From an optimization exercise on the open Yosys and OpenROAD flow, aimed at small area; shortcuts taken in it are not production practice. The RTL was checked by simulation tests, not by an equivalence proof against the original design. No activity file was given, so power comes from the tool's default toggle rates.

==> inputs of v20 <==
==> flow/design.v <==
`timescale 1ns/10ps
`default_nettype none
module adc_scaler (
    input  logic        clk,
    input  logic        rst_n,
    input  logic [11:0] adc,
    input  logic        adc_dv,
    output logic [12:0] scaled
);
    logic [11:0] adc_q;                              
    logic [23:0] prod;
    logic [11:0] mid_q;                              
    logic [11:0] data_q;                             
    logic [2:0]  dv_sr;                              
    always_ff @(posedge clk) begin
        if (!rst_n) begin
            dv_sr <= '0;
        end else begin
            dv_sr <= {dv_sr[1:0], adc_dv};
        end
    end
    function automatic logic [23:0] rca(input logic [23:0] x, input logic [23:0] y);
        logic c;
        c = 1'b0;
        for (int i = 0; i < 24; i++) begin
            rca[i] = x[i] ^ y[i] ^ c;
            c      = (x[i] & y[i]) | (x[i] & c) | (y[i] & c);
        end
    endfunction
    logic [23:0] m17;                                
    logic [23:0] m576;                               
    logic [23:0] m1241;                              
    assign m17   = rca({8'd0, adc_q, 4'd0}, 24'(adc_q));
    assign m576  = rca(m17 << 6, m17 << 3);
    assign m1241 = rca(m576, m17);
    assign prod  = m1241 << 1;
    always_ff @(posedge clk) begin
        adc_q  <= adc;
        mid_q  <= prod[23:12];                       
        data_q <= mid_q;
    end
    assign scaled = {dv_sr[2], data_q};
endmodule
`default_nettype wire
`timescale 1ns/10ps
`default_nettype none
module boxcar_filter #(
    parameter int AVG_LOG2 = 4
) (
    input  logic        clk,
    input  logic        rst_n,
    input  logic [12:0] scaled,
    output logic [12:0] filtered
);
    localparam int DEPTH = 2 ** AVG_LOG2;
    localparam int ACC_W = 12 + AVG_LOG2;            
    logic [11:0]       taps [DEPTH];                 
    logic [ACC_W-1:0]  acc;                          
    logic [AVG_LOG2:0] fill;                         
    logic [11:0]       newest;
    logic [11:0]       oldest;
    logic              filt_valid;
    function automatic logic [ACC_W-1:0] rca(input logic [ACC_W-1:0] x, input logic [ACC_W-1:0] y,
                                             input logic ci);
        logic c;
        c = ci;
        for (int i = 0; i < ACC_W; i++) begin
            rca[i] = x[i] ^ y[i] ^ c;
            c      = (x[i] & y[i]) | (x[i] & c) | (y[i] & c);
        end
    endfunction
    logic [ACC_W-1:0] delta;
    logic [ACC_W-1:0] sum_next;
    assign newest   = scaled[12] ? scaled[11:0] : 12'd0;
    assign delta    = rca({{AVG_LOG2{1'b0}}, newest}, ~{{AVG_LOG2{1'b0}}, oldest}, 1'b1);
    assign sum_next = rca(acc, {{(AVG_LOG2-1){delta[12]}}, delta[12:0]}, 1'b0);
    assign oldest = (fill[AVG_LOG2] && scaled[12]) ? taps[DEPTH-1] : 12'd0;
    always_ff @(posedge clk) begin
        if (scaled[12]) begin
            taps[0] <= scaled[11:0];
            for (int i = 1; i < DEPTH; i++) begin
                taps[i] <= taps[i-1];
            end
        end
    end
    always_ff @(posedge clk) begin
        if (!rst_n) begin
            acc        <= '0;
            fill       <= '0;
            filt_valid <= 1'b0;
        end else begin
            filt_valid <= scaled[12];
            acc        <= sum_next;
            if (scaled[12]) begin
                if (!fill[AVG_LOG2]) begin
                    fill <= rca(ACC_W'(fill), '0, 1'b1);
                end
            end
        end
    end
    assign filtered = {filt_valid, acc[ACC_W-1:AVG_LOG2]};    
endmodule
`default_nettype wire
`timescale 1ns/10ps
`default_nettype none
module run_sequencer #(
    parameter int TICKS_PER_SEC = 1000
) (
    input  logic        clk,
    input  logic        rst_n,
    input  logic        run_en,
    input  logic [31:0] run_cfg,
    input  logic        run_start,
    input  logic        run_stop,
    input  logic        filt_valid,
    output logic        seq_stb0,
    output logic        seq_stb1,
    output logic [1:0]  seq_kind,
    output logic        seq_pv,
    output logic [2:0]  seq_status
);
    localparam logic [9:0] TICK_LAST = 10'h2B2;      
    localparam logic [1:0] KIND_ZERO = 2'd0;
    localparam logic [1:0] KIND_TWO  = 2'd1;
    localparam logic [1:0] KIND_ONE  = 2'd2;
    localparam logic [1:0] KIND_FILT = 2'd3;
    localparam logic [2:0] SEQ_INIT  = 3'd0;
    localparam logic [2:0] SEQ_WAIT  = 3'd3;
    localparam logic [2:0] SEQ_PRE   = 3'd5;         
    localparam logic [2:0] SEQ_PULSE = 3'd4;
    localparam logic [2:0] SEQ_POST  = 3'd7;
    localparam logic [2:0] ST_OFF   = 3'd0;
    localparam logic [2:0] ST_WAIT  = 3'd1;
    localparam logic [2:0] ST_PRE   = 3'd2;
    localparam logic [2:0] ST_PULSE = 3'd3;
    localparam logic [2:0] ST_POST  = 3'd4;
    logic [2:0] state;
    logic [9:0] tick;                                
    logic [7:0] secs;                                
    logic [7:0] pre_s, pulse_s, post_s;
    logic [7:0] loops_q;                             
    logic       active;
    logic       tick0;
    logic       tick_wrap;
    logic [7:0] lim;
    logic       phase_end;
    function automatic logic [7:0] rca8(input logic [7:0] x, input logic [7:0] y, input logic ci);
        logic c;
        c = ci;
        for (int i = 0; i < 8; i++) begin
            rca8[i] = x[i] ^ y[i] ^ c;
            c       = (x[i] & y[i]) | (x[i] & c) | (y[i] & c);
        end
    endfunction
    assign active    = state[2];
    assign tick0     = (tick == 10'd0);
    assign tick_wrap = (tick == TICK_LAST);
    assign lim       = (state == SEQ_PRE) ? pre_s : (state == SEQ_PULSE) ? pulse_s : post_s;
    assign phase_end = tick0 && (secs == lim);
    always_ff @(posedge clk) begin
        if (!active || phase_end) begin
            tick <= '0;
            secs <= '0;
        end else if (tick_wrap) begin
            tick <= '0;
            secs <= rca8(secs, 8'd0, 1'b1);
        end else begin
            tick <= {tick[8:0], ~(tick[9] ^ tick[6])};
        end
    end
    always_ff @(posedge clk) begin
        if (state == SEQ_WAIT) begin                 
            loops_q <= run_cfg[31:24];
            pre_s   <= run_cfg[23:16];
            pulse_s <= run_cfg[15:8];
            post_s  <= run_cfg[7:0];
        end else if (state == SEQ_POST && phase_end && (|loops_q[7:1])) begin
            loops_q <= rca8(loops_q, 8'hFF, 1'b0);
        end
    end
    always_ff @(posedge clk) begin
        if (state == SEQ_PULSE && !phase_end) begin
            seq_kind <= KIND_FILT;
        end else if (state == SEQ_PRE && phase_end) begin
            seq_kind <= KIND_ONE;
        end else if (state == SEQ_PRE && secs == 8'd0) begin
            seq_kind <= KIND_TWO;
        end else begin
            seq_kind <= KIND_ZERO;
        end
    end
    always_ff @(posedge clk) begin
        if (!rst_n) begin
            state      <= SEQ_INIT;
            seq_stb0   <= 1'b0;
            seq_stb1   <= 1'b0;
            seq_pv     <= 1'b0;
            seq_status <= ST_OFF;
        end else begin
            seq_stb0   <= 1'b0;
            seq_stb1   <= 1'b0;
            seq_pv     <= 1'b0;
            seq_status <= ST_OFF;
            if (!run_en) begin
                state <= SEQ_INIT;
            end else begin
                case (state)
                    SEQ_INIT: begin
                        seq_stb0   <= 1'b1;              
                        seq_stb1   <= 1'b1;
                        seq_status <= ST_WAIT;
                        state      <= SEQ_WAIT;
                    end
                    SEQ_WAIT: begin
                        seq_status <= ST_WAIT;
                        if (run_start) begin
                            state <= SEQ_PRE;
                        end
                    end
                    SEQ_PRE: begin
                        seq_status <= ST_PRE;
                        if (tick0 && (secs == 8'd0 || secs == 8'd1 || phase_end)) begin
                            seq_stb1 <= 1'b1;
                        end
                        if (phase_end) begin
                            state <= SEQ_PULSE;
                        end
                    end
                    SEQ_PULSE: begin
                        seq_status <= ST_PULSE;
                        seq_pv     <= 1'b1;
                        if (phase_end) begin
                            seq_stb0 <= 1'b1;            
                            seq_stb1 <= 1'b1;
                            state    <= SEQ_POST;
                        end else begin
                            seq_stb0 <= filt_valid;      
                        end
                    end
                    SEQ_POST: begin
                        seq_status <= ST_POST;
                        if (phase_end) begin
                            state <= ((|loops_q[7:1])) ? SEQ_PRE : SEQ_WAIT;
                        end
                    end
                    default: state <= SEQ_INIT;
                endcase
                if (run_stop && active) begin
                    seq_stb0 <= 1'b0;
                    seq_stb1 <= 1'b0;
                    seq_pv   <= 1'b0;
                    state    <= SEQ_INIT;
                end
            end
        end
    end
endmodule
`default_nettype wire
`timescale 1ns/10ps
`default_nettype none
module mode_controller (
    input  logic        clk,
    input  logic        rst_n,
    input  logic [1:0]  mode,
    input  logic        mode_update,
    input  logic [12:0] filtered,
    input  logic [12:0] dac0_test,
    input  logic [12:0] dac1_test,
    input  logic        pv_test,
    input  logic        seq_stb0,
    input  logic        seq_stb1,
    input  logic [1:0]  seq_kind,
    input  logic        seq_pv,
    input  logic [2:0]  seq_status,
    output logic        run_en,
    output logic [12:0] dac0,
    output logic [12:0] dac1,
    output logic        pv,
    output logic [2:0]  status
);
    localparam logic [1:0] MODE_LOOPBACK = 2'd1;
    localparam logic [1:0] MODE_DAC_TEST = 2'd2;
    localparam logic [1:0] MODE_RUN      = 2'd3;
    localparam logic [1:0] CTRL_IDLE     = 2'd0;
    localparam logic [1:0] CTRL_LOOPBACK = 2'd1;
    localparam logic [1:0] CTRL_DAC_TEST = 2'd2;
    localparam logic [1:0] CTRL_RUN      = 2'd3;
    localparam logic [11:0] TWO_VOLT = 12'h9B2;
    localparam logic [11:0] ONE_VOLT = 12'h505;
    localparam logic [2:0] ST_OFF = 3'd0;
    logic [1:0]  state;
    logic [11:0] dac0_q;
    logic [11:0] dac1_q;
    logic        stb0_q;
    logic        stb1_q;
    logic [11:0] seq_level;
    assign run_en = (state == CTRL_RUN);             
    always_comb begin
        case (seq_kind)
            2'd0:    seq_level = 12'd0;
            2'd1:    seq_level = TWO_VOLT;
            2'd2:    seq_level = ONE_VOLT;
            default: seq_level = dac1_q;             
        endcase
    end
    always_ff @(posedge clk) begin
        dac1_q <= (state == CTRL_DAC_TEST) ? dac1_test[11:0] : filtered[11:0];
        case (state)
            CTRL_DAC_TEST: dac0_q <= dac0_test[11:0];
            CTRL_RUN:      dac0_q <= seq_level;
            default:       dac0_q <= filtered[11:0];
        endcase
    end
    always_ff @(posedge clk) begin
        if (!rst_n) begin
            state  <= CTRL_IDLE;
            stb0_q <= 1'b0;
            stb1_q <= 1'b0;
            pv     <= 1'b0;
            status <= ST_OFF;
        end else begin
            stb0_q <= 1'b0;
            stb1_q <= 1'b0;
            pv     <= 1'b0;
            status <= ST_OFF;                        
            if (mode_update) begin
                state <= CTRL_IDLE;
            end else begin
                case (state)
                    CTRL_IDLE: begin
                        case (mode)
                            MODE_LOOPBACK: state <= CTRL_LOOPBACK;
                            MODE_DAC_TEST: state <= CTRL_DAC_TEST;
                            MODE_RUN:      state <= CTRL_RUN;
                            default:       state <= CTRL_IDLE;
                        endcase
                    end
                    CTRL_LOOPBACK: begin
                        stb0_q <= filtered[12];      
                        stb1_q <= filtered[12];
                        pv     <= pv_test;
                    end
                    CTRL_DAC_TEST: begin
                        stb0_q <= dac0_test[12];
                        stb1_q <= dac1_test[12];
                        pv     <= pv_test;
                    end
                    CTRL_RUN: begin
                        stb0_q <= seq_stb0;
                        stb1_q <= seq_stb1;
                        pv     <= seq_pv;
                        status <= seq_status;
                    end
                    default: state <= CTRL_IDLE;
                endcase
            end
        end
    end
    assign dac0 = {stb0_q, dac0_q};
    assign dac1 = {stb1_q, (state == CTRL_RUN) ? dac0_q : dac1_q};
endmodule
`default_nettype wire
`timescale 1ns/10ps
`default_nettype none
module ups_top #(
    parameter int TICKS_PER_SEC = 1000,
    parameter int AVG_LOG2      = 4
) (
    input  logic        clk,
    input  logic        rst_n,
    input  logic [11:0] adc,
    input  logic        adc_dv,
    input  logic [1:0]  mode,
    input  logic        mode_update,
    input  logic [12:0] dac0_test,
    input  logic [12:0] dac1_test,
    input  logic        pv_test,
    input  logic [31:0] run_cfg,
    input  logic        run_start,
    input  logic        run_stop,
    output logic [12:0] dac0,
    output logic [12:0] dac1,
    output logic        pv,
    output logic [2:0]  status
);
    logic [12:0] scaled;
    logic [12:0] filtered;
    logic        seq_stb0;
    logic        seq_stb1;
    logic [1:0]  seq_kind;
    logic        seq_pv;
    logic [2:0]  seq_status;
    logic        run_en;
    adc_scaler u_adc_scaler (
        .clk    (clk),
        .rst_n  (rst_n),
        .adc    (adc),
        .adc_dv (adc_dv),
        .scaled (scaled)
    );
    boxcar_filter #(
        .AVG_LOG2 (AVG_LOG2)
    ) u_boxcar_filter (
        .clk      (clk),
        .rst_n    (rst_n),
        .scaled   (scaled),
        .filtered (filtered)
    );
    run_sequencer #(
        .TICKS_PER_SEC (TICKS_PER_SEC)
    ) u_run_sequencer (
        .clk        (clk),
        .rst_n      (rst_n),
        .run_en     (run_en),
        .run_cfg    (run_cfg),
        .run_start  (run_start),
        .run_stop   (run_stop),
        .filt_valid (filtered[12]),
        .seq_stb0   (seq_stb0),
        .seq_stb1   (seq_stb1),
        .seq_kind   (seq_kind),
        .seq_pv     (seq_pv),
        .seq_status (seq_status)
    );
    mode_controller u_mode_controller (
        .clk         (clk),
        .rst_n       (rst_n),
        .mode        (mode),
        .mode_update (mode_update),
        .filtered    (filtered),
        .dac0_test   (dac0_test),
        .dac1_test   (dac1_test),
        .pv_test     (pv_test),
        .seq_stb0    (seq_stb0),
        .seq_stb1    (seq_stb1),
        .seq_kind    (seq_kind),
        .seq_pv      (seq_pv),
        .seq_status  (seq_status),
        .run_en      (run_en),
        .dac0        (dac0),
        .dac1        (dac1),
        .pv          (pv),
        .status      (status)
    );
endmodule
`default_nettype wire
==> flow/flow/run.sh <==
#!/bin/bash
# The standard layout, with each port buffered by the smallest buffer cell
# and a clock tree without dummy loads
set -euo pipefail
bash standard.sh \
  "BUFFER_PORTS_ARGS=-buffer_cell sky130_fd_sc_hd__buf_1" \
  "CTS_ARGS=-sink_clustering_enable -repair_clock_nets -sink_clustering_size 30 -sink_clustering_max_diameter 100 -dont_use_dummy_load" \
  finish > standard.log 2>&1
==> flow/standard.sh <==
#!/bin/bash
# synth_recipe.tcl (not shown) runs the flow's synth.tcl, then flattens the netlist and writes it again
# the make line also repeats each setting of config.mk as NAME=value (left out here)
make -C /OpenROAD-flow-scripts/flow DESIGN_CONFIG=/design/flow/config.mk WORK_HOME=/design/flow/orfs CLKGATE_MAP_FILE= SYNTH_SCRIPT=/design/flow/synth_recipe.tcl "${@:-finish}"
==> flow/config.mk <==
export PLATFORM = sky130hd
export DESIGN_NAME = ups_top
export DESIGN_NICKNAME = ups_top
export VERILOG_FILES = /design/flow/design.v
export SDC_FILE = /design/flow/constraint.sdc
export NUM_CORES = 4
export LEC_CHECK = 0
export CAP_MARGIN = 20
export CORE_MARGIN = 2
export CORE_UTILIZATION = 40
export CTS_CLUSTER_DIAMETER = 100
export CTS_CLUSTER_SIZE = 30
export SLEW_MARGIN = 20
==> flow/constraint.sdc <==
create_clock -name core_clock -period 8.0 [get_ports {clk}]
set_input_delay 1.6000 -clock core_clock [delete_from_list [all_inputs] [get_ports {clk}]]
set_output_delay 1.6000 -clock core_clock [all_outputs]
set_load 0.01 [all_outputs]
==> v22 (differences from v20) <==
--- a/flow/design.v
+++ b/flow/design.v
@@ -88,7 +88,5 @@
             acc        <= '0;
             fill       <= '0;
-            filt_valid <= 1'b0;
         end else begin
-            filt_valid <= scaled[12];
             acc        <= sum_next;
             if (scaled[12]) begin
@@ -99,4 +97,7 @@
         end
     end
+    always_ff @(posedge clk) begin
+        filt_valid <= scaled[12];
+    end
     assign filtered = {filt_valid, acc[ACC_W-1:AVG_LOG2]};    
 endmodule
@@ -116,15 +117,15 @@
     output logic        seq_stb0,
     output logic        seq_stb1,
-    output logic [1:0]  seq_kind,
+    output logic        lvl_load,
+    output logic [1:0]  lvl_code,
     output logic        seq_pv,
     output logic [2:0]  seq_status
 );
     localparam logic [9:0] TICK_LAST = 10'h2B2;      
-    localparam logic [1:0] KIND_ZERO = 2'd0;
-    localparam logic [1:0] KIND_TWO  = 2'd1;
-    localparam logic [1:0] KIND_ONE  = 2'd2;
-    localparam logic [1:0] KIND_FILT = 2'd3;
+    localparam logic [1:0] LVL_ZERO = 2'd0;
+    localparam logic [1:0] LVL_TWO  = 2'd1;
+    localparam logic [1:0] LVL_ONE  = 2'd2;
     localparam logic [2:0] SEQ_INIT  = 3'd0;
-    localparam logic [2:0] SEQ_WAIT  = 3'd3;
+    localparam logic [2:0] SEQ_WAIT  = 3'd2;
     localparam logic [2:0] SEQ_PRE   = 3'd5;         
     localparam logic [2:0] SEQ_PULSE = 3'd4;
@@ -179,23 +180,16 @@
         end
     end
-    always_ff @(posedge clk) begin
-        if (state == SEQ_PULSE && !phase_end) begin
-            seq_kind <= KIND_FILT;
-        end else if (state == SEQ_PRE && phase_end) begin
-            seq_kind <= KIND_ONE;
+    assign lvl_load = (state == SEQ_INIT) || (state == SEQ_PRE) || (state == SEQ_PULSE && phase_end);
+    always_comb begin
+        if (state == SEQ_PRE && phase_end) begin
+            lvl_code = LVL_ONE;
         end else if (state == SEQ_PRE && secs == 8'd0) begin
-            seq_kind <= KIND_TWO;
+            lvl_code = LVL_TWO;
         end else begin
-            seq_kind <= KIND_ZERO;
+            lvl_code = LVL_ZERO;
         end
     end
     always_ff @(posedge clk) begin
-        if (!rst_n) begin
-            state      <= SEQ_INIT;
-            seq_stb0   <= 1'b0;
-            seq_stb1   <= 1'b0;
-            seq_pv     <= 1'b0;
-            seq_status <= ST_OFF;
-        end else begin
+        begin
             seq_stb0   <= 1'b0;
             seq_stb1   <= 1'b0;
@@ -270,5 +264,6 @@
     input  logic        seq_stb0,
     input  logic        seq_stb1,
-    input  logic [1:0]  seq_kind,
+    input  logic        lvl_load,
+    input  logic [1:0]  lvl_code,
     input  logic        seq_pv,
     input  logic [2:0]  seq_status,
@@ -297,16 +292,21 @@
     assign run_en = (state == CTRL_RUN);             
     always_comb begin
-        case (seq_kind)
-            2'd0:    seq_level = 12'd0;
+        case (lvl_code)
             2'd1:    seq_level = TWO_VOLT;
             2'd2:    seq_level = ONE_VOLT;
-            default: seq_level = dac1_q;             
+            default: seq_level = 12'd0;
         endcase
     end
     always_ff @(posedge clk) begin
-        dac1_q <= (state == CTRL_DAC_TEST) ? dac1_test[11:0] : filtered[11:0];
+        if (state == CTRL_DAC_TEST) begin
+            dac1_q <= dac1_test[11:0];
+        end else if (lvl_load) begin
+            dac1_q <= seq_level;
+        end else begin
+            dac1_q <= filtered[11:0];
+        end
         case (state)
             CTRL_DAC_TEST: dac0_q <= dac0_test[11:0];
-            CTRL_RUN:      dac0_q <= seq_level;
+            CTRL_RUN:      dac0_q <= dac1_q;
             default:       dac0_q <= filtered[11:0];
         endcase
@@ -358,5 +358,5 @@
     end
     assign dac0 = {stb0_q, dac0_q};
-    assign dac1 = {stb1_q, (state == CTRL_RUN) ? dac0_q : dac1_q};
+    assign dac1 = {stb1_q, (state == CTRL_DAC_TEST) ? dac1_q : dac0_q};
 endmodule
 `default_nettype wire
@@ -388,5 +388,6 @@
     logic        seq_stb0;
     logic        seq_stb1;
-    logic [1:0]  seq_kind;
+    logic        lvl_load;
+    logic [1:0]  lvl_code;
     logic        seq_pv;
     logic [2:0]  seq_status;
@@ -419,5 +420,6 @@
         .seq_stb0   (seq_stb0),
         .seq_stb1   (seq_stb1),
-        .seq_kind   (seq_kind),
+        .lvl_load   (lvl_load),
+        .lvl_code   (lvl_code),
         .seq_pv     (seq_pv),
         .seq_status (seq_status)
@@ -434,5 +436,6 @@
         .seq_stb0    (seq_stb0),
         .seq_stb1    (seq_stb1),
-        .seq_kind    (seq_kind),
+        .lvl_load    (lvl_load),
+        .lvl_code    (lvl_code),
         .seq_pv      (seq_pv),
         .seq_status  (seq_status),
==> flow/flow/run.sh (replaced) <==
#!/bin/bash
# The standard layout, with each port buffered by the smallest buffer cell
# and a clock tree without dummy loads, small buffers above the leaf level
set -euo pipefail
bash standard.sh \
  "BUFFER_PORTS_ARGS=-buffer_cell sky130_fd_sc_hd__buf_1" \
  "CTS_ARGS=-sink_clustering_enable -repair_clock_nets -sink_clustering_size 30 -sink_clustering_max_diameter 100 -dont_use_dummy_load -root_buf sky130_fd_sc_hd__clkbuf_4 -tree_buf sky130_fd_sc_hd__clkbuf_4 -sink_clustering_buffer sky130_fd_sc_hd__clkbuf_16" \
  finish > standard.log 2>&1
--- a/flow/config.mk
+++ b/flow/config.mk
@@ -8,6 +8,4 @@
 export CAP_MARGIN = 20
 export CORE_MARGIN = 2
-export CORE_UTILIZATION = 40
-export CTS_CLUSTER_DIAMETER = 100
-export CTS_CLUSTER_SIZE = 30
+export CORE_UTILIZATION = 65
 export SLEW_MARGIN = 20
==> comparison <==
Between v20 and v22, the lower first-iteration DRC count is in v22 (gap 3.2%, measured against v22).
Between v20 and v22, the lower synthesized cell count is in v20 (gap about 0.5%, measured against v22).
Register-to-register slack is about the same in v20 and v22.
Between v22 and v20, the lower via count is in v20 (gap 4.0%, measured against v20).
In maximum frequency, v20 and v22 hardly differ.
In v22 the combinational power is higher than in v20, by about 8%.

-- re-timing with driven ports --
How much do the figures lean on ideal ports? The routed layouts below were timed once more, with nothing changed but the port constraints.
Step 1 assumes that a clkbuf_16 drives the clock port and a buf_2 every other input.
Step 2, shift: input delay + t, output delay - t, t = (earliest + latest rising clock arrival at the registers) / 2. This alone moves slack from input paths to output paths.
Three values: ideal, step 1, step 2; two values: the first two.
run	shift t [ns]	setup slack, ns	worst setup path at the end
v20	0.534	0.985 / 0.985 / 0.985	register to register
v22	0.692	0.991 / 0.991 / 0.991	register to register
After both steps every run listed still meets setup and hold.
